Background: an optimization exercise with open tools, aiming at a short achievable clock period and few clock cycles per item. Do not read the settings as production practice.
RTL that was checked went through simulation tests only; none was proved equivalent to the original.
Function not checked in runs 1 and 3: the RTL went through the layout flow alone.
Power and IR drop assume default switching activity.

### run.sh
#!/bin/bash
# synth_recipe.tcl (not shown) runs the flow's synth.tcl, then flattens the netlist and writes it again
# the make line also repeats each setting of config.mk as NAME=value (left out here)
make -C /OpenROAD-flow-scripts/flow DESIGN_CONFIG=/design/flow/config.mk WORK_HOME=/design/flow/orfs CLKGATE_MAP_FILE= SYNTH_SCRIPT=/design/flow/synth_recipe.tcl finish
### config.mk
export PLATFORM = sky130hd
export DESIGN_NAME = mrx_top
export DESIGN_NICKNAME = mrx_top
export VERILOG_FILES = /design/flow/design.v
export SDC_FILE = /design/flow/constraint.sdc
export NUM_CORES = 4
export LEC_CHECK = 0
export ABC_CLOCK_PERIOD_IN_PS = 2000
export CAP_MARGIN = 20
export CORE_MARGIN = 2
export CORE_UTILIZATION = 40
export SETUP_SLACK_MARGIN = 3.0
export SLEW_MARGIN = 20
### constraint.sdc
create_clock -name core_clock -period 5.0 [get_ports {clk}]
set_input_delay 1.0000 -clock core_clock [delete_from_list [all_inputs] [get_ports {clk}]]
set_output_delay 1.0000 -clock core_clock [all_outputs]
set_load 0.01 [all_outputs]
### design.v
`default_nettype none
package chan_pkg;
    typedef logic [7:0] byte_t;
    localparam int BUF_DEPTH = 16;
    typedef logic [4:0] cnt_t;       
    typedef logic [7:0] trig_t;      
    localparam int TICK_DIV_DEFAULT = 500;
endpackage
`default_nettype wire
`default_nettype none
package frame_pkg;
    localparam logic [7:0] HDR0     = 8'h24;
    localparam logic [7:0] HDR1     = 8'h46;
    localparam logic [7:0] HDR2     = 8'h54;
    localparam logic [7:0] HDR3     = 8'h43;
    localparam logic [7:0] END_BYTE = 8'hFE;
    typedef logic [15:0] crc_t;
    localparam crc_t CRC_INIT = 16'hFFFF;
    localparam crc_t CRC_POLY = 16'hA001;
    localparam int NX_HDR1  = 0;
    localparam int NX_HDR2  = 1;
    localparam int NX_HDR3  = 2;
    localparam int NX_LEN   = 3;
    localparam int NX_CHAN  = 4;
    localparam int NX_DATA  = 5;
    localparam int NX_CRCLO = 6;
    localparam int NX_CRCHI = 7;
    localparam int NX_END   = 8;
    localparam int NX_DONE  = 9;     
    localparam int NX_W     = 10;
endpackage
`default_nettype wire
`timescale 1ns/100ps
`default_nettype none
module tick_gen #(
    parameter int TICK_DIV = chan_pkg::TICK_DIV_DEFAULT
) (
    input  logic clk,
    input  logic rst_n,
    output logic tick
);
    localparam int CW = (TICK_DIV > 1) ? $clog2(TICK_DIV) : 1;
    logic [CW-1:0] div_cnt;
    always_ff @(posedge clk or negedge rst_n) begin
        if (!rst_n) begin
            div_cnt <= '0;
            tick    <= 1'b0;
        end else if (div_cnt == CW'(TICK_DIV - 1)) begin
            div_cnt <= '0;
            tick    <= 1'b1;     
        end else begin
            div_cnt <= div_cnt + 1'b1;
            tick    <= 1'b0;
        end
    end
endmodule
`default_nettype wire
`timescale 1ns/100ps
`default_nettype none
module rx_channel_buf (
    input  logic  clk,
    input  logic  rst_n,
    input  logic  tick,
    input  chan_pkg::byte_t wr_data,
    input  logic  wr_en,
    input  chan_pkg::trig_t timer_trig,
    input  logic  granted_q,     
    input  logic  pop,           
    input  logic  sent,          
    output chan_pkg::byte_t head,
    output chan_pkg::cnt_t  count_q,     
    output logic  one_q,                 
    output logic  full,
    output logic  full_nxt,
    output logic  ready
);
    localparam int D = chan_pkg::BUF_DEPTH;
    chan_pkg::byte_t mem [D];
    logic [D-1:0]    occ;        
    chan_pkg::cnt_t  count;
    chan_pkg::trig_t idle_cnt;
    logic            nz;
    logic            one;        
    logic            c15;        
    logic            push;
    logic            inc;
    logic            dec;
    chan_pkg::cnt_t  count_p1;
    chan_pkg::cnt_t  count_m1;
    assign push = wr_en && !full;        
    assign head = mem[0];
    assign inc      = push && !sent;
    assign dec      = sent && !push;
    assign count_p1 = count + 1'b1;
    assign count_m1 = count - 1'b1;
    assign full_nxt = !sent && (full || (c15 && wr_en));
    always_ff @(posedge clk or negedge rst_n) begin
        if (!rst_n) begin
            count   <= '0;
            full    <= 1'b0;
            nz      <= 1'b0;
            one     <= 1'b0;
            c15     <= 1'b0;
            occ     <= '0;
            count_q <= '0;
            one_q   <= 1'b0;
        end else begin
            count_q <= count;
            one_q   <= one;
            full    <= full_nxt;
            if (inc) begin
                count <= count_p1;
                nz    <= 1'b1;
                one   <= (count == '0);
                c15   <= (count == chan_pkg::cnt_t'(D - 2));
            end else if (dec) begin
                count <= count_m1;
                nz    <= (count != chan_pkg::cnt_t'(1));
                one   <= (count == chan_pkg::cnt_t'(2));
                c15   <= full;
            end
            case ({push, pop})
                2'b10:   occ <= {occ[D-2:0], 1'b1};
                2'b01:   occ <= {1'b0, occ[D-1:1]};
                default: occ <= occ;
            endcase
        end
    end
    always_ff @(posedge clk) begin
        for (int i = 0; i < D; i++) begin
            if (pop) begin
                if (push && occ[i] && (i == D - 1 || !occ[(i + 1) % D])) begin
                    mem[i] <= wr_data;
                end else begin
                    mem[i] <= (i < D - 1) ? mem[(i + 1) % D] : mem[i];
                end
            end else if (push && !occ[i] && (i == 0 || occ[(i + D - 1) % D])) begin
                mem[i] <= wr_data;
            end
        end
    end
    always_ff @(posedge clk or negedge rst_n) begin
        if (!rst_n) begin
            idle_cnt <= '0;
        end else if (wr_en) begin
            idle_cnt <= '0;
        end else if (granted_q) begin
            idle_cnt <= chan_pkg::trig_t'(tick && (timer_trig != '0));
        end else if (tick && (idle_cnt < timer_trig)) begin
            idle_cnt <= idle_cnt + 1'b1;
        end
    end
    assign ready = nz && ((idle_cnt >= timer_trig) || full);
endmodule
`default_nettype wire
`timescale 1ns/100ps
`default_nettype none
module channel_select #(
    parameter int NUM_CHAN = 4
) (
    input  logic [NUM_CHAN-1:0]   ready,
    output logic                  any_ready,
    output logic [NUM_CHAN-1:0]   pri_vec
);
    always_comb begin
        pri_vec = '0;
        for (int i = NUM_CHAN - 1; i >= 0; i--) begin
            if (ready[i]) begin
                pri_vec = '0;
                pri_vec[i] = 1'b1;
            end
        end
    end
    assign any_ready = |ready;
endmodule
`default_nettype wire
`timescale 1ns/100ps
`default_nettype none
module crc16_calc (
    input  logic  clk,
    input  logic  rst_n,
    input  logic  clear,
    input  logic  en,
    input  chan_pkg::byte_t data_in,
    output frame_pkg::crc_t  crc
);
    frame_pkg::crc_t crc_next;
    always_comb begin
        crc_next = crc ^ {8'h00, data_in};
        for (int i = 0; i < 8; i++) begin
            if (crc_next[0]) begin
                crc_next = (crc_next >> 1) ^ frame_pkg::CRC_POLY;
            end else begin
                crc_next = crc_next >> 1;
            end
        end
    end
    always_ff @(posedge clk or negedge rst_n) begin
        if (!rst_n) begin
            crc <= frame_pkg::CRC_INIT;
        end else if (clear) begin
            crc <= frame_pkg::CRC_INIT;
        end else if (en) begin
            crc <= crc_next;
        end
    end
endmodule
`default_nettype wire
`timescale 1ns/100ps
`default_nettype none
module frame_fsm #(
    parameter int NUM_CHAN = 4
) (
    input  logic  clk,
    input  logic  rst_n,
    input  logic  any_ready,
    input  logic [NUM_CHAN-1:0] pri_vec,
    input  chan_pkg::cnt_t [NUM_CHAN-1:0] counts_q,
    input  logic [NUM_CHAN-1:0] ones_q,
    input  chan_pkg::byte_t [NUM_CHAN-1:0] heads,
    input  frame_pkg::crc_t crc_value,
    input  logic  any_full_nxt,
    input  logic  tx_busy,
    output logic  [NUM_CHAN-1:0] granted_q,
    output logic  [NUM_CHAN-1:0] pop_vec,
    output logic  [NUM_CHAN-1:0] sent_vec,
    output logic  crc_clear,
    output logic  crc_en,
    output chan_pkg::byte_t head_g,
    output chan_pkg::byte_t tx_data,
    output logic  tx_strobe
);
    logic                       busy_q;      
    logic                       gjust;       
    logic                       due;
    logic [frame_pkg::NX_W-1:0] nx;
    logic [NUM_CHAN-1:0]        gsel;
    chan_pkg::byte_t            len_b;
    chan_pkg::byte_t            chan_b;
    chan_pkg::cnt_t             left;        
    logic                       last;        
    logic                       out_pay;     
    logic                       grant;
    logic                       strobe;
    logic                       busy_nxt;
    chan_pkg::byte_t            data_nxt;
    chan_pkg::cnt_t             len_g;
    logic                       one_g;
    chan_pkg::byte_t            chan_g;
    assign strobe    = due && !tx_busy;
    assign tx_strobe = strobe;
    assign grant     = !busy_q && any_ready;
    assign granted_q = gjust ? gsel : '0;
    assign pop_vec   = (strobe && nx[frame_pkg::NX_DATA]) ? gsel : '0;
    assign sent_vec  = (strobe && out_pay) ? gsel : '0;
    assign crc_clear = !busy_q;
    assign crc_en    = strobe && nx[frame_pkg::NX_DATA];
    always_comb begin
        head_g = '0;
        len_g  = '0;
        one_g  = 1'b0;
        chan_g = '0;
        for (int i = 0; i < NUM_CHAN; i++) begin
            head_g = head_g | ({8{gsel[i]}} & heads[i]);
            len_g  = len_g  | ({5{gsel[i]}} & counts_q[i]);
            one_g  = one_g  | (gsel[i] & ones_q[i]);
            chan_g = chan_g | ({8{gsel[i]}} & chan_pkg::byte_t'(i + 1));
        end
    end
    always_comb begin
        data_nxt = ({8{nx[frame_pkg::NX_HDR1]}}  & frame_pkg::HDR1)
                 | ({8{nx[frame_pkg::NX_HDR2]}}  & frame_pkg::HDR2)
                 | ({8{nx[frame_pkg::NX_HDR3]}}  & frame_pkg::HDR3)
                 | ({8{nx[frame_pkg::NX_LEN]}}   & len_b)
                 | ({8{nx[frame_pkg::NX_CHAN]}}  & chan_b)
                 | ({8{nx[frame_pkg::NX_DATA]}}  & head_g)
                 | ({8{nx[frame_pkg::NX_CRCLO]}} & crc_value[7:0])
                 | ({8{nx[frame_pkg::NX_CRCHI]}} & crc_value[15:8])
                 | ({8{nx[frame_pkg::NX_END]}}   & frame_pkg::END_BYTE)
                 | ({8{nx[frame_pkg::NX_DONE]}}  & frame_pkg::HDR0);
    end
    assign busy_nxt = grant || (busy_q && !(strobe && nx[frame_pkg::NX_DONE]));
    always_ff @(posedge clk) begin
        if (strobe) begin
            tx_data <= data_nxt;
        end else if (!busy_q) begin
            tx_data <= frame_pkg::HDR0;
        end
    end
    always_ff @(posedge clk or negedge rst_n) begin
        if (!rst_n) begin
            busy_q  <= 1'b0;
            gjust   <= 1'b0;
            due     <= 1'b0;
            nx      <= frame_pkg::NX_W'(1) << frame_pkg::NX_HDR1;
            out_pay <= 1'b0;
            gsel    <= '0;
            len_b   <= '0;
            chan_b  <= '0;
            left    <= '0;
            last    <= 1'b0;
        end else begin
            busy_q <= busy_nxt;
            due    <= busy_nxt || any_full_nxt;
            gjust  <= grant;
            if (grant) begin
                gsel <= pri_vec;
            end
            if (gjust) begin
                len_b  <= chan_pkg::byte_t'(len_g);
                chan_b <= chan_g;
                left   <= len_g;
                last   <= one_g;
            end
            if (strobe) begin
                out_pay <= nx[frame_pkg::NX_DATA];
                if (nx[frame_pkg::NX_DATA]) begin
                    left <= left - 1'b1;
                    last <= (left == chan_pkg::cnt_t'(2));
                    if (last) begin
                        nx <= frame_pkg::NX_W'(1) << frame_pkg::NX_CRCLO;
                    end
                end else if (nx[frame_pkg::NX_DONE]) begin
                    nx <= frame_pkg::NX_W'(1) << frame_pkg::NX_HDR1;
                end else begin
                    nx <= nx << 1;
                end
            end
        end
    end
endmodule
`default_nettype wire
`timescale 1ns/100ps
`default_nettype none
module mrx_top #(
    parameter int NUM_CHAN = 4,
    parameter int TICK_DIV = chan_pkg::TICK_DIV_DEFAULT
) (
    input  logic                  clk,
    input  logic                  rst_n,
    input  chan_pkg::byte_t [NUM_CHAN-1:0]  rx_data,
    input  logic [NUM_CHAN-1:0]   rx_valid,
    input  chan_pkg::trig_t [NUM_CHAN-1:0]  timer_trig,
    input  logic                  tx_busy,
    output chan_pkg::byte_t                 tx_data,
    output logic                  tx_strobe
);
    logic                 tick;
    logic [NUM_CHAN-1:0]  ready;
    logic [NUM_CHAN-1:0]  full;
    logic [NUM_CHAN-1:0]  full_nxt;
    chan_pkg::byte_t [NUM_CHAN-1:0] heads;
    chan_pkg::cnt_t [NUM_CHAN-1:0]  counts_q;
    logic [NUM_CHAN-1:0]  ones_q;
    logic [NUM_CHAN-1:0]  pop_vec;
    logic [NUM_CHAN-1:0]  sent_vec;
    logic [NUM_CHAN-1:0]  granted_q;
    logic [NUM_CHAN-1:0]  pri_vec;
    logic                 any_ready;
    logic                 crc_clear;
    logic                 crc_en;
    chan_pkg::byte_t      head_g;
    frame_pkg::crc_t      crc_value;
    tick_gen #(.TICK_DIV(TICK_DIV)) u_tick (.clk(clk), .rst_n(rst_n), .tick(tick));
    for (genvar i = 0; i < NUM_CHAN; i++) begin : g_chan
        rx_channel_buf u_buf (
            .clk        (clk),
            .rst_n      (rst_n),
            .tick       (tick),
            .wr_data    (rx_data[i]),
            .wr_en      (rx_valid[i]),
            .timer_trig (timer_trig[i]),
            .granted_q  (granted_q[i]),
            .pop        (pop_vec[i]),
            .sent       (sent_vec[i]),
            .head       (heads[i]),
            .count_q    (counts_q[i]),
            .one_q      (ones_q[i]),
            .full       (full[i]),
            .full_nxt   (full_nxt[i]),
            .ready      (ready[i])
        );
    end
    channel_select #(.NUM_CHAN(NUM_CHAN)) u_sel (
        .ready(ready), .any_ready(any_ready), .pri_vec(pri_vec)
    );
    crc16_calc u_crc (
        .clk(clk), .rst_n(rst_n), .clear(crc_clear), .en(crc_en),
        .data_in(head_g), .crc(crc_value)
    );
    frame_fsm #(.NUM_CHAN(NUM_CHAN)) u_fsm (
        .clk(clk), .rst_n(rst_n), .any_ready(any_ready), .pri_vec(pri_vec),
        .counts_q(counts_q), .ones_q(ones_q), .heads(heads), .crc_value(crc_value),
        .any_full_nxt(|full_nxt), .tx_busy(tx_busy), .granted_q(granted_q),
        .pop_vec(pop_vec), .sent_vec(sent_vec), .crc_clear(crc_clear), .crc_en(crc_en),
        .head_g(head_g), .tx_data(tx_data), .tx_strobe(tx_strobe)
    );
endmodule
`default_nettype wire
==> results of run 1 <==
-- final timing paths --
kind	end
worst min-delay path	g_chan[1].u_buf.idle_cnt[7]
worst max register to register	u_crc.crc[15]
max in group asynchronous	u_crc.crc[7]
min in group core_clock	g_chan[3].u_buf.one_q
worst max-delay path	tx_strobe
worst min register to register	g_chan[3].u_buf.one_q
-- flip-flops by register name, summed over array words and instances (netlist names), 4 cells and up --
| signal | count |
|---|---|
| u_fsm.tx_data | 8 |
| g_chan.u_buf.one | 4 |
| g_chan.u_buf.one_q | 4 |
| g_chan.u_buf.count | 20 |
| g_chan.u_buf.full | 4 |
| g_chan.u_buf.nz | 4 |
| g_chan.u_buf.occ | 64 |
| u_fsm.len_b | 5 |
| g_chan.u_buf.c15 | 4 |
| g_chan.u_buf.idle_cnt | 32 |
| u_fsm.left | 5 |
| g_chan.u_buf.count_q | 20 |
| u_fsm.nx | 10 |
| g_chan.u_buf.mem | 512 |
| u_tick.div_cnt | 9 |
| u_fsm.gsel | 4 |
| u_crc.crc | 16 |
-- placed cells by master, fill, tap and decap left out, types with 33 or more instances in the layout --
master and instances:
dfrtp_1 184, inv_1 86, buf_4 77, clkbuf_16 90
buf_6 80, mux2_4 483, edfxtp_1 520, o21ai_1 62
a31oi_4 58, o31ai_4 60, a21oi_1 33, nand2_1 131
nor2_1 57, mux2i_1 57, buf_12 104
-- power by group --
part,leakage [nW],total [mW],internal [mW],switching (mW)
registers,7.40,9.04,7.89,1.15
clock network,1.39,6.39,3.92,2.47
logic,8.96,6.45,3.45,3.00
-- worst max-delay path, delay by kind of cell --
kind / cells / cell delay [ns]
buf+inv: 3 / 0.27
simple gates: 1 / 0.18
-- final cells by class --
class	count	area [sq um]
clock buffers	98	2247
clock inverters	51	610.6
fillers	6407	36310
inverters	124	638.1
multi-input cells	1419	16790
flip-flops and latches	734	21010
well taps	1134	1419
repair buffers	362	4791
-- layer usage --
metal	vias to the layer above	global-route usage	routed length (um)
met3	125	0.02654	2654
met4	0	0.05126	1939
li1	9707	-	-
met1	10620	0.2246	33960
met2	340	0.2955	38590
met5	-	0	0
-- cell families (layout without fill, tap and decap cells) --
kind of cell | Yosys count | in the layout
AO/OA/AOI/OAI | 383 | 383
XOR/XNOR | 67 | 67
adder cells (fa/ha/maj) | 67 | 67
buffers and inverters | 237 | 635
flip-flops | 734 | 734
multiplexers | 551 | 551
AND/OR/NAND/NOR | 349 | 351
-- synth_stat cells (5+ instances only) --
cell type,instances,area (sq um)
o21ai_0,90,450.4
nor2_1,61,229.0
nor2b_1,7,43.79
dfstp_2,17,446.7
mux2i_1,65,650.6
xor2_1,38,332.8
or4_1,5,37.54
a21oi_1,63,315.3
nand4_1,26,162.7
a21o_1,12,90.09
nand3_1,26,130.1
mux2_2,486,5473
ha_1,67,838.3
o31ai_1,65,488.0
a22oi_2,5,62.56
and3_1,7,43.79
nor4_1,14,87.58
o211ai_1,15,112.6
inv_1,120,450.4
a22oi_1,16,120.1
buf_1,12,45.04
xnor2_1,23,201.4
a22o_1,7,61.31
nor3b_1,8,60.06
a221oi_1,6,52.55
nand2_1,160,600.6
edfxtp_1,520,15610
clkbuf_1,95,356.6
a31oi_1,27,168.9
a31oi_2,44,550.5
dfrtp_1,197,4930
nor3_1,8,40.04
or3_1,7,43.79
o21a_1,7,52.55
-- repair_timing --
action / in CTS / in global routing
buffers inserted: 178 / 78
endpoints found under the setup margin: 1167 / 1095
pin swaps: 100 / 74
gates cloned: 10 / 4
resized for setup: 408 / 372
==> flow_metrics.py, run 1 <==
metrics = {
    "status": {
        "run_status": "complete, no violations",
    },
    "synth": {
        "synth_top_flop_cell": "edfxtp_1",
        "syn-cell-area_sq_um": 33930,
        "synth_nets": 2526,
        "synthCells": 2388,
        "syn_avg_cell_area_sq_um": 14.21,
        "ys_ff_latch": 734,
        "synth-simple-area-share": 0.04875,
        "yosys_warnings": 6,
        "synthAdderAreaFrac": 0.02471,
        "yosys.cell_types.count": 65,
        "ys_seq_area_frac": 0.6186,
        "async_flop_share": 0.2916,
        "synth_enable_flop_cells": 520,
        "synthMuxAreaShare": 0.1805,
        "synth_top_family_by_area": "multiplexers",
        "synth_xor_area_frac": 0.01958,
        "synth_compound_area_frac": 0.08083,
    },
    "worst_setup_path": {
        "slowest_delay_ns": 0.18,
        "rr_worst_depth": 8,
        "crit_arrival_ns": 1.45,
        "cpMaxStageDelayCell": "nand2b_4",
        "start_kind": "primary input",
        "crit_start": "tx_busy",
        "crit_path_end_kind": "output pin",
        "crit_required_ns": 4.00,
        "timing.rr.start": "u_fsm.gsel[2]",
        "rrSetupSlack_ns": 2.68,
        "crit_type": "in2out",
        "cpMostUsedCell": "buf_6",
        "worstPathMaxFanout": 2,
        "crit_chain": "buf_6 > nand2b_4 > inv_12 > buf_6",
    },
    "cts": {
        "htreeDepth": 3,
        "clock_sinks": 734,
        "cts_root_buf": "clkbuf_16",
        "cts_buffer_depth": 3,
        "holdBufCountCts": 0,
        "clk_pin_slew_ns": 0.06,
        "numCtsBuffers": 82,
        "cts_tree": "built",
        "clk_latency_ns": 0.62,
    },
    "die": {
        "core_sq_um": 83820,
        "die_h_um": 295.3,
        "ios": 80,
        "rows": 106,
        "die_area_sq_um": 87180,
        "initial_utilization": 0.4048,
        "dieWidth_um": 295.3,
    },
    "drt": {
        "postRouteAntennaNets": 0,
        "vias": 20790,
        "drt_iter0_drc": 1197,
        "drc": 0,
        "routedWlPerCell_um": 19.67,
        "vias_per_cell": 5.300,
        "wl_um": 77140,
        "first_pass_iters": 5,
    },
    "global_routing": {
        "grt_start_max_net_pins": 95,
        "grt_pass1_wl_um": 120200,
        "grt_pass1_vias": 21610,
        "track_usage": 0.1720,
        "grt_overflow_total": 0,
        "antenna_found_initial": 0,
    },
    "sta": {
        "period_share": 0.4900,
        "setup_viol": 0,
        "slew_headroom": 0.3591,
        "max_clock_freq_ghz": 0.4081,
        "fin_ws_ns": 2.550,
        "whs_ns": 0.3801,
        "rsz0062_at_grt": "true",
        "finalMaxSlewViolations": 0,
        "period_needed_ns": 2.450,
        "worst_slew_pin_slew_ns": 0.9613,
        "setup_tns_ns": 0,
        "hold_violations": 0,
        "fin_skew_ns": 0.02173,
    },
    "layout": {
        "fin_cells": 3922,
        "nNetsFinal": 2861,
        "area_delta_synth_final_pct": 40.01,
        "antenna_cells": 0,
        "drive_above_1_share": 0.4738,
        "utilization": 0.5668,
        "fin_area_sq_um": 47510,
    },
    "pwr": {
        "ir_drop_uv": 310.5,
        "p_total_mw": 21.88,
        "leakage_nw": 17.76,
        "power.density_nw_per_um2": 460.6,
    },
    "placed_design": {
        "hpwl_um": 45990,
        "dp_worst_setup_slack_ns": 1.126,
        "dpl_cell_area_sq_um": 38780,
        "dp_cells": 3503,
        "gp_congestion": 0.8071,
        "io_buffers": 79,
    },
    "job": {
        "drv_cap": 0,
    },
    "worst_hold_path": {
        "hold_class": "in2async",
    },
}
==> inputs of run 2 (changes only) <==
--- a/design.v
+++ b/design.v
@@ -240,6 +240,15 @@
     chan_pkg::cnt_t             left;        
     logic                       last;        
     logic                       out_pay;     
+    logic                       due_o;       
+    chan_pkg::cnt_t             fleft;       
+    logic                       fleft_nz;
+    logic                       fetch;
+    logic                       take;
+    chan_pkg::byte_t            q0;          
+    chan_pkg::byte_t            q1;
+    logic                       q0_v;
+    logic                       q1_v;
     logic                       grant;
     logic                       strobe;
     logic                       busy_nxt;
@@ -248,13 +257,15 @@
     logic                       one_g;
     chan_pkg::byte_t            chan_g;
     assign strobe    = due && !tx_busy;
-    assign tx_strobe = strobe;
+    assign tx_strobe = due_o && !tx_busy;
     assign grant     = !busy_q && any_ready;
     assign granted_q = gjust ? gsel : '0;
-    assign pop_vec   = (strobe && nx[frame_pkg::NX_DATA]) ? gsel : '0;
+    assign fetch     = fleft_nz && !(q0_v && q1_v);
+    assign take      = strobe && nx[frame_pkg::NX_DATA];
+    assign pop_vec   = fetch ? gsel : '0;
     assign sent_vec  = (strobe && out_pay) ? gsel : '0;
     assign crc_clear = !busy_q;
-    assign crc_en    = strobe && nx[frame_pkg::NX_DATA];
+    assign crc_en    = fetch;
     always_comb begin
         head_g = '0;
         len_g  = '0;
@@ -273,25 +284,42 @@
                  | ({8{nx[frame_pkg::NX_HDR3]}}  & frame_pkg::HDR3)
                  | ({8{nx[frame_pkg::NX_LEN]}}   & len_b)
                  | ({8{nx[frame_pkg::NX_CHAN]}}  & chan_b)
-                 | ({8{nx[frame_pkg::NX_DATA]}}  & head_g)
+                 | ({8{nx[frame_pkg::NX_DATA]}}  & q0)
                  | ({8{nx[frame_pkg::NX_CRCLO]}} & crc_value[7:0])
                  | ({8{nx[frame_pkg::NX_CRCHI]}} & crc_value[15:8])
                  | ({8{nx[frame_pkg::NX_END]}}   & frame_pkg::END_BYTE)
                  | ({8{nx[frame_pkg::NX_DONE]}}  & frame_pkg::HDR0);
     end
     assign busy_nxt = grant || (busy_q && !(strobe && nx[frame_pkg::NX_DONE]));
-    always_ff @(posedge clk) begin
-        if (strobe) begin
+    always_ff @(posedge clk or negedge rst_n) begin
+        if (!rst_n) begin
+            tx_data <= '0;
+        end else if (strobe) begin
             tx_data <= data_nxt;
         end else if (!busy_q) begin
             tx_data <= frame_pkg::HDR0;
         end
     end
+    always_ff @(posedge clk) begin
+        if (take) begin
+            q0 <= q1_v ? q1 : head_g;
+        end else if (!q0_v) begin
+            q0 <= head_g;
+        end
+        if (fetch && q0_v) begin
+            q1 <= head_g;
+        end
+    end
     always_ff @(posedge clk or negedge rst_n) begin
         if (!rst_n) begin
             busy_q  <= 1'b0;
             gjust   <= 1'b0;
             due     <= 1'b0;
+            due_o   <= 1'b0;
+            fleft   <= '0;
+            fleft_nz <= 1'b0;
+            q0_v    <= 1'b0;
+            q1_v    <= 1'b0;
             nx      <= frame_pkg::NX_W'(1) << frame_pkg::NX_HDR1;
             out_pay <= 1'b0;
             gsel    <= '0;
@@ -302,11 +330,27 @@
         end else begin
             busy_q <= busy_nxt;
             due    <= busy_nxt || any_full_nxt;
+            due_o  <= any_full_nxt || grant ||
+                      (busy_q && !(strobe && nx[frame_pkg::NX_DONE] && busy_q));
+            if (take) begin
+                q0_v <= q1_v || fetch;
+                q1_v <= 1'b0;
+            end else begin
+                q0_v <= q0_v || fetch;
+                q1_v <= q1_v || (fetch && q0_v);
+            end
             gjust  <= grant;
             if (grant) begin
                 gsel <= pri_vec;
             end
             if (gjust) begin
+                fleft    <= len_g;
+                fleft_nz <= 1'b1;
+            end else if (fetch) begin
+                fleft    <= fleft - 1'b1;
+                fleft_nz <= (fleft != chan_pkg::cnt_t'(1));
+            end
+            if (gjust) begin
                 len_b  <= chan_pkg::byte_t'(len_g);
                 chan_b <= chan_g;
                 left   <= len_g;
==> run 2 against run 1 <==
Sequential share of layout area up 5.4 points. Critical path depth is 1 lower. Non-clock buffer count shrank 153. Via count down 1.9%. Core utilization is 5.5 points lower. Fmax rose by 6.4%. Still clean. Clock skew down 0.0038 ns. Setup slack better by 0.15 ns. Register-to-register slack gained 0.03 ns. Worst hold slack gained 0.0050 ns.
==> flow_metrics.py, run 2 <==
metrics = {
    "status": {
        "run_status": "complete, no violations",
    },
    "drt": {
        "first_pass_iters": 5,
        "vias": 20390,
        "drc": 0,
        "routedWlPerCell_um": 19.15,
        "wl_um": 74150,
        "vias_per_cell": 5.265,
        "drt_iter0_drc": 1204,
        "postRouteAntennaNets": 0,
    },
    "global_routing": {
        "track_usage": 0.1643,
        "grt_pass1_wl_um": 118000,
        "grt_pass1_vias": 21040,
        "grt_overflow_total": 0,
        "grt_start_max_net_pins": 112,
        "antenna_found_initial": 0,
    },
    "cts": {
        "clk_latency_ns": 0.64,
        "cts_root_buf": "clkbuf_16",
        "clk_pin_slew_ns": 0.06,
        "holdBufCountCts": 0,
        "clock_sinks": 759,
        "htreeDepth": 3,
        "numCtsBuffers": 83,
        "cts_tree": "built",
        "cts_buffer_depth": 3,
    },
    "placed_design": {
        "dpl_cell_area_sq_um": 38600,
        "gp_congestion": 0.8454,
        "dp_cells": 3597,
        "io_buffers": 79,
        "hpwl_um": 47510,
    },
    "layout": {
        "reg_top3": "g_chan.u_buf.mem: 512 flops, g_chan.u_buf.occ: 64 flops, g_chan.u_buf.idle_cnt: 32 flops",
        "regMostFlops": "g_chan.u_buf.mem",
        "antenna_cells": 0,
        "mostFrequentLayoutCells": "edfxtp_1, mux2_4, dfrtp_1",
        "nNetsFinal": 2799,
        "drive_above_1_share": 0.3976,
        "fin_cells": 3873,
        "seq_area_sq_um": 21680,
        "multi_input_area_sq_um": 15330,
        "area_delta_synth_final_pct": 26.24,
        "utilization": 0.5114,
        "final_common_cell": "edfxtp_1",
        "fin_area_sq_um": 43680,
        "largest_reg_flops": 512,
        "nFillCells": 7057,
    },
    "synth": {
        "synth_nets": 2615,
        "synth_top_flop_cell": "edfxtp_1",
        "ys_ff_latch": 759,
        "synth.most_common_cell": "edfxtp_1",
        "synthCells": 2475,
        "synth_enable_flop_cells": 528,
        "syn_avg_cell_area_sq_um": 13.98,
        "yosys.cell_types.count": 67,
        "synth_area_leader_cell": "edfxtp_1",
        "synth_common_cells": "edfxtp_1, mux2_2, nand2_1",
        "ys_seq_area_frac": 0.6260,
        "syn-cell-area_sq_um": 34600,
        "netlist.area_leader.share": 0.4583,
        "yosys_warnings": 6,
        "async_flop_share": 0.3043,
        "synth_area_leaders": "edfxtp_1, mux2_2, dfrtp_1",
    },
    "worst_setup_path": {
        "cp_num_buf_inv": 2,
        "crit_type": "in2out",
        "slowest_delay_ns": 0.10,
        "crit_required_ns": 4.00,
        "crit_arrival_ns": 1.30,
        "cp_top_family": "buffers and inverters",
        "worstPathMaxFanout": 2,
        "cpMaxStageDelayCell": "buf_8",
        "crit_path_end_kind": "output pin",
        "crit_chain": "buf_8 > nor2b_4 > buf_6",
        "start_kind": "primary input",
    },
    "sta": {
        "finalMaxSlewViolations": 0,
        "worst_slew_pin_slew_ns": 0.9224,
        "period_share": 0.4606,
        "rsz0062_at_grt": "true",
        "setup_viol": 0,
        "max_clock_freq_ghz": 0.4342,
        "hold_violations": 0,
        "slew_headroom": 0.3851,
        "setup_tns_ns": 0,
        "period_needed_ns": 2.303,
        "fin_skew_ns": 0.01794,
    },
    "worst_hold_path": {
        "hold_class": "reg2reg",
    },
    "pwr": {
        "switching_share": 0.3150,
        "leakage_nw": 17.33,
        "p_total_mw": 22.90,
        "power.density_nw_per_um2": 524.3,
        "intPower_mw": 15.69,
        "seq_power_share": 0.425,
        "ir_drop_uv": 538.5,
        "p_sw_mw": 7.213,
        "p_clk_frac": 0.258,
        "comb_power_share": 0.317,
    },
    "die": {
        "rows": 107,
        "core_sq_um": 85410,
        "ios": 80,
        "initial_utilization": 0.4051,
        "die_h_um": 298.1,
        "die_area_sq_um": 88860,
        "dieWidth_um": 298.1,
    },
    "job": {
        "drv_cap": 0,
    },
}
==> run 2: cell types whose count changed in the layout (fill, tap and decap cells not counted), sizes merged, moves of 17 or more <==
cell    before  now
nand2      164  267
a31oi       71   22
o31ai       65    0
inv        123   78
nand3b       1   57
dfrtp      197  214
buf        303  152
==> run 2: repair_timing <==
action / in CTS / in global routing
endpoints found under the setup margin: 1187 / 411
resized for setup: 291 / 170
cloned: 1 / 4
pin swaps: 88 / 65
setup buffers: 70 / 46
==> run 2: cell families after synthesis <==
group,share of synthesized area
DFF,0.6260
adders and majority gates,0.02495
xor gates and xnor gates,0.01801
buffers and inverters,0.02152
and+or+nand+nor,0.07605
muxes,0.1773
AOI/OAI and AO/OA,0.05620
==> run 2: metal layers <==
metal,wire length [um],track usage,vias to the layer above
met4,1296,0.04499,0
met5,0,0,-
met1,33070,0.2186,10390
li1,-,-,9585
met2,37200,0.2807,321
met3,2588,0.02348,95
==> run 2: per-stage QoR <==
step	worst slack, ns	hold WS [ns]
after global placement	1.350	0.3717
after detailed placement	1.414	0.3801
after floorplan	2.317	0.3519
after CTS	2.674	0.3892
after global routing	2.629	0.3976
final	2.697	0.3851
==> run 2: final timing paths <==
kind	from	endpoint	slack, ns	cells past startpoint
max reg2reg	u_fsm.gsel[0]	u_crc.crc[0]	2.71	8
max	tx_busy	tx_strobe	2.70	3
min in group asynchronous	rst_n	u_tick.div_cnt[6]	0.43	1
max in group asynchronous	rst_n	u_crc.crc[2]	3.52	2
min	g_chan[2].u_buf.one	g_chan[2].u_buf.one_q	0.39	0
min reg2reg	g_chan[2].u_buf.one	g_chan[2].u_buf.one_q	0.39	0
==> run 2: layout make-up <==
class / count / area share
Timing Repair inverter: 1 / 0.0003724
Inverter: 77 / 0.01017
Clock inverter: 37 / 0.007706
Clock buffer: 118 / 0.05262
Timing Repair Buffer: 209 / 0.04916
Sequential cell: 759 / 0.4963
Tap cell: 1144 / 0.03277
Multi-Input combinational cell: 1528 / 0.3509
==> run 2: power by group through the flow <==
stage / Clock [mW] / Combinational (mW) / Sequential, mW
floorplan: 0 / 5.08 / 9.36
global placement: 0 / 5.89 / 9.78
detailed placement: 0 / 6.05 / 9.81
CTS: 6.07 / 6.78 / 9.72
global route: 6.32 / 7.93 / 9.90
finish: 5.90 / 7.27 / 9.73
Testbench counts of run 2, summed over its fixed seeds: cycles 153,438, bytes 17,682.
==> inputs of run 3 (changes only) <==
--- a/design.v
+++ b/design.v
@@ -185,8 +185,10 @@
     output frame_pkg::crc_t  crc
 );
     frame_pkg::crc_t crc_next;
+    chan_pkg::byte_t data_q;
+    logic            en_q;
     always_comb begin
-        crc_next = crc ^ {8'h00, data_in};
+        crc_next = crc ^ {8'h00, data_q};
         for (int i = 0; i < 8; i++) begin
             if (crc_next[0]) begin
                 crc_next = (crc_next >> 1) ^ frame_pkg::CRC_POLY;
@@ -195,12 +197,22 @@
             end
         end
     end
+    always_ff @(posedge clk) begin
+        if (en) begin
+            data_q <= data_in;
+        end
+    end
     always_ff @(posedge clk or negedge rst_n) begin
         if (!rst_n) begin
+            en_q <= 1'b0;
+        end else begin
+            en_q <= en;
+        end
+    end
+    always_ff @(posedge clk) begin
+        if (clear) begin
             crc <= frame_pkg::CRC_INIT;
-        end else if (clear) begin
-            crc <= frame_pkg::CRC_INIT;
-        end else if (en) begin
+        end else if (en_q) begin
             crc <= crc_next;
         end
     end
==> run 3 against run 2 <==
Critical path type unchanged. Wire length up 0.72%. Via count up 0.17%. Power shrank 3.8%. Final cell count grew 0.39%.
==> flow_metrics.py, run 3 <==
metrics = {
    "status": {
        "run_status": "complete, no violations",
    },
    "pwr": {
        "power.density_nw_per_um2": 506.3,
        "ir_drop_uv": 285.4,
        "p_total_mw": 22.03,
        "leakage_nw": 16.95,
    },
    "placed_design": {
        "io_buffers": 79,
        "dp_cells": 3631,
        "dp_worst_setup_slack_ns": 1.550,
        "gp_congestion": 0.8146,
        "hpwl_um": 48060,
        "dpl_cell_area_sq_um": 39040,
    },
    "worst_setup_path": {
        "start_kind": "primary input",
        "rrSetupSlack_ns": 2.91,
        "worstPathMaxFanout": 4,
        "cpMaxStageDelayCell": "buf_6",
        "crit_chain": "buf_6 > nor2b_4 > buf_6",
        "cpMostUsedCell": "buf_6",
        "crit_required_ns": 4.00,
        "crit_arrival_ns": 1.32,
        "crit_path_end_kind": "output pin",
        "crit_type": "in2out",
        "slowest_delay_ns": 0.12,
    },
    "sta": {
        "slew_headroom": 0.3695,
        "period_share": 0.4647,
        "period_needed_ns": 2.324,
        "max_clock_freq_ghz": 0.4304,
        "setup_viol": 0,
        "setup_tns_ns": 0,
        "fin_skew_ns": 0.02256,
        "whs_ns": 0.3736,
        "rsz0062_at_grt": "true",
        "worst_slew_pin_slew_ns": 0.9458,
        "hold_violations": 0,
        "fin_ws_ns": 2.676,
        "finalMaxSlewViolations": 0,
    },
    "layout": {
        "utilization": 0.5039,
        "mostFrequentLayoutCells": "edfxtp_1, mux2_4, nand2_1",
        "fin_cells": 3888,
        "nFillCells": 7119,
        "largest_reg_flops": 512,
        "drive_above_1_share": 0.3787,
        "antenna_cells": 0,
        "reg_top3": "g_chan.u_buf.mem: 512 flops, g_chan.u_buf.occ: 64 flops, g_chan.u_buf.idle_cnt: 32 flops",
        "nNetsFinal": 2802,
        "fin_area_sq_um": 43510,
        "final_common_cell": "edfxtp_1",
        "regMostFlops": "g_chan.u_buf.mem",
        "area_delta_synth_final_pct": 25.31,
    },
    "cts": {
        "cts_tree": "built",
        "clk_pin_slew_ns": 0.06,
        "cts_buffer_depth": 3,
        "numCtsBuffers": 86,
        "clock_sinks": 768,
        "cts_root_buf": "clkbuf_16",
        "clk_latency_ns": 0.64,
        "htreeDepth": 3,
    },
    "global_routing": {
        "grt_pass1_wl_um": 119400,
        "track_usage": 0.1655,
        "antenna_found_initial": 0,
        "grt_pass1_vias": 21460,
        "grt_start_max_net_pins": 118,
        "grt_overflow_total": 0,
    },
    "synth": {
        "yosys_warnings": 6,
        "synth_nets": 2635,
        "synth_xor_area_frac": 0.01784,
        "netlist.area_leader.share": 0.4635,
        "synth_compound_area_frac": 0.05567,
        "synthAdderAreaFrac": 0.02486,
        "synth-simple-area-share": 0.07538,
        "synth.most_common_cell": "edfxtp_1",
        "synth_common_cells": "edfxtp_1, mux2_2, nand2_1",
        "synth_area_leader_cell": "edfxtp_1",
        "ys_ff_latch": 768,
        "synth_top_flop_cell": "edfxtp_1",
        "syn-cell-area_sq_um": 34720,
        "synth_top_family_by_area": "multiplexers",
        "yosys.cell_types.count": 66,
        "synth_enable_flop_cells": 536,
        "syn_avg_cell_area_sq_um": 13.92,
        "ys_seq_area_frac": 0.6285,
        "synthCells": 2495,
        "synthMuxAreaShare": 0.1779,
        "synth_area_leaders": "edfxtp_1, mux2_2, dfrtp_1",
        "async_flop_share": 0.2813,
    },
    "job": {
        "drv_cap": 0,
    },
    "drt": {
        "postRouteAntennaNets": 0,
        "routedWlPerCell_um": 19.21,
        "first_pass_iters": 5,
        "wl_um": 74690,
        "drt_iter0_drc": 1019,
        "vias": 20430,
        "vias_per_cell": 5.254,
        "drc": 0,
    },
    "die": {
        "rows": 108,
        "ios": 80,
        "initial_utilization": 0.4021,
        "core_sq_um": 86350,
        "dieWidth_um": 298.6,
        "die_area_sq_um": 89180,
        "die_h_um": 298.6,
    },
    "worst_hold_path": {
        "hold_class": "reg2reg",
    },
}
run 3: power by group:
| part | leakage (nW) | switching, mW | internal, mW |
|---|---|---|---|
| combinational | 7.93 | 3.10 | 3.06 |
| clock | 1.34 | 2.60 | 3.52 |
| sequential | 7.69 | 1.05 | 8.69 |
run 3: path summary, 6_finish.rpt:
| path | endpoint | cells past startpoint | startpoint |
|---|---|---|---|
| worst max-delay path | tx_strobe | 3 | tx_busy |
| worst min-delay path | g_chan[1].u_buf.one_q | 0 | g_chan[1].u_buf.one |
| worst max register to register | g_chan[1].u_buf.count[3] | 6 | u_fsm.gsel[1] |
| worst min register to register | g_chan[1].u_buf.one_q | 0 | g_chan[1].u_buf.one |
| max in group asynchronous | g_chan[3].u_buf.count_q[4] | 2 | rst_n |
| min in group asynchronous | g_chan[2].u_buf.idle_cnt[2] | 1 | rst_n |
run 3: layout make-up:
| cell class | count | area (sq um) | share of cell area |
|---|---|---|---|
| clock buffer | 111 | 2286 | 0.05253 |
| timing repair inverter | 3 | 41.29 | 0.0009489 |
| inverter | 76 | 417.9 | 0.009604 |
| tap | 1155 | 1445 | 0.03321 |
| clock inverter | 48 | 465.4 | 0.01070 |
| multi-input combinational | 1545 | 15160 | 0.3483 |
| timing repair buffer | 182 | 1854 | 0.04261 |
| sequential | 768 | 21850 | 0.5021 |
run 3: cells by family after synthesis:
kind of cell,Yosys count
XOR/XNOR,64
AO/OA/AOI/OAI,313
AND/OR/NAND/NOR,542
multiplexers,556
buffers and inverters,183
flip-flops,768
adder cells (fa/ha/maj),69
run 3: critical path, delay by kind of cell:
kind / cells / cell delay, ns
simple gates: 1 / 0.10
buf+inv: 2 / 0.22
run 3: routing by layer:
layer / routed length (um) / vias to the layer above / track usage
met4: 1657 / 0 / 0.04523
met2: 37330 / 278 / 0.2851
met1: 33620 / 10370 / 0.2182
met5: 0 / - / 0
met3: 2073 / 120 / 0.02406
li1: - / 9659 / -
run 3: what timing repair did:
| item | 4_1_cts | 5_1_grt |
|---|---|---|
| setup endpoints to repair | 1172 | 413 |
| cloned | 3 | 3 |
| buffers inserted | 56 | 36 |
| hold buffers | 0 | 0 |
| pin swaps | 40 | 36 |
| resized for setup | 231 | 118 |

-- afterwards: timing with drivers on the ports --
No port has a modelled driver above. Below, the same layouts with a new extraction and two added sets of constraints.
Step 1, drivers: a clkbuf_16 drives clk and a buf_2 each remaining input, both assumed.
Step 2 also shifts input and output timing later by t, the mid clock arrival at the registers, as if the neighbouring blocks saw the same clock.
a / b / c = no drivers / after step 1 / after step 2; a / b = the first two.
run | t, ns | setup WS [ns] | clock arrival spread, ns | slew at the worst register clock pin (ns)
run 1 | 0.673 | 2.550 / 2.513 / 1.963 | 0.024 / 0.024 | 0.06 / 0.06
run 2 | 0.688 | 2.697 / 2.656 / 2.141 | 0.026 / 0.025 | 0.06 / 0.06
run 3 | 0.695 | 2.676 / 2.623 / 2.251 | 0.025 / 0.025 | 0.06 / 0.06
After both steps every run listed still meets setup and hold. For run 1, which loses most, drivers alone change the setup slack by -0.037 ns; drivers and shift together by -0.587 ns.
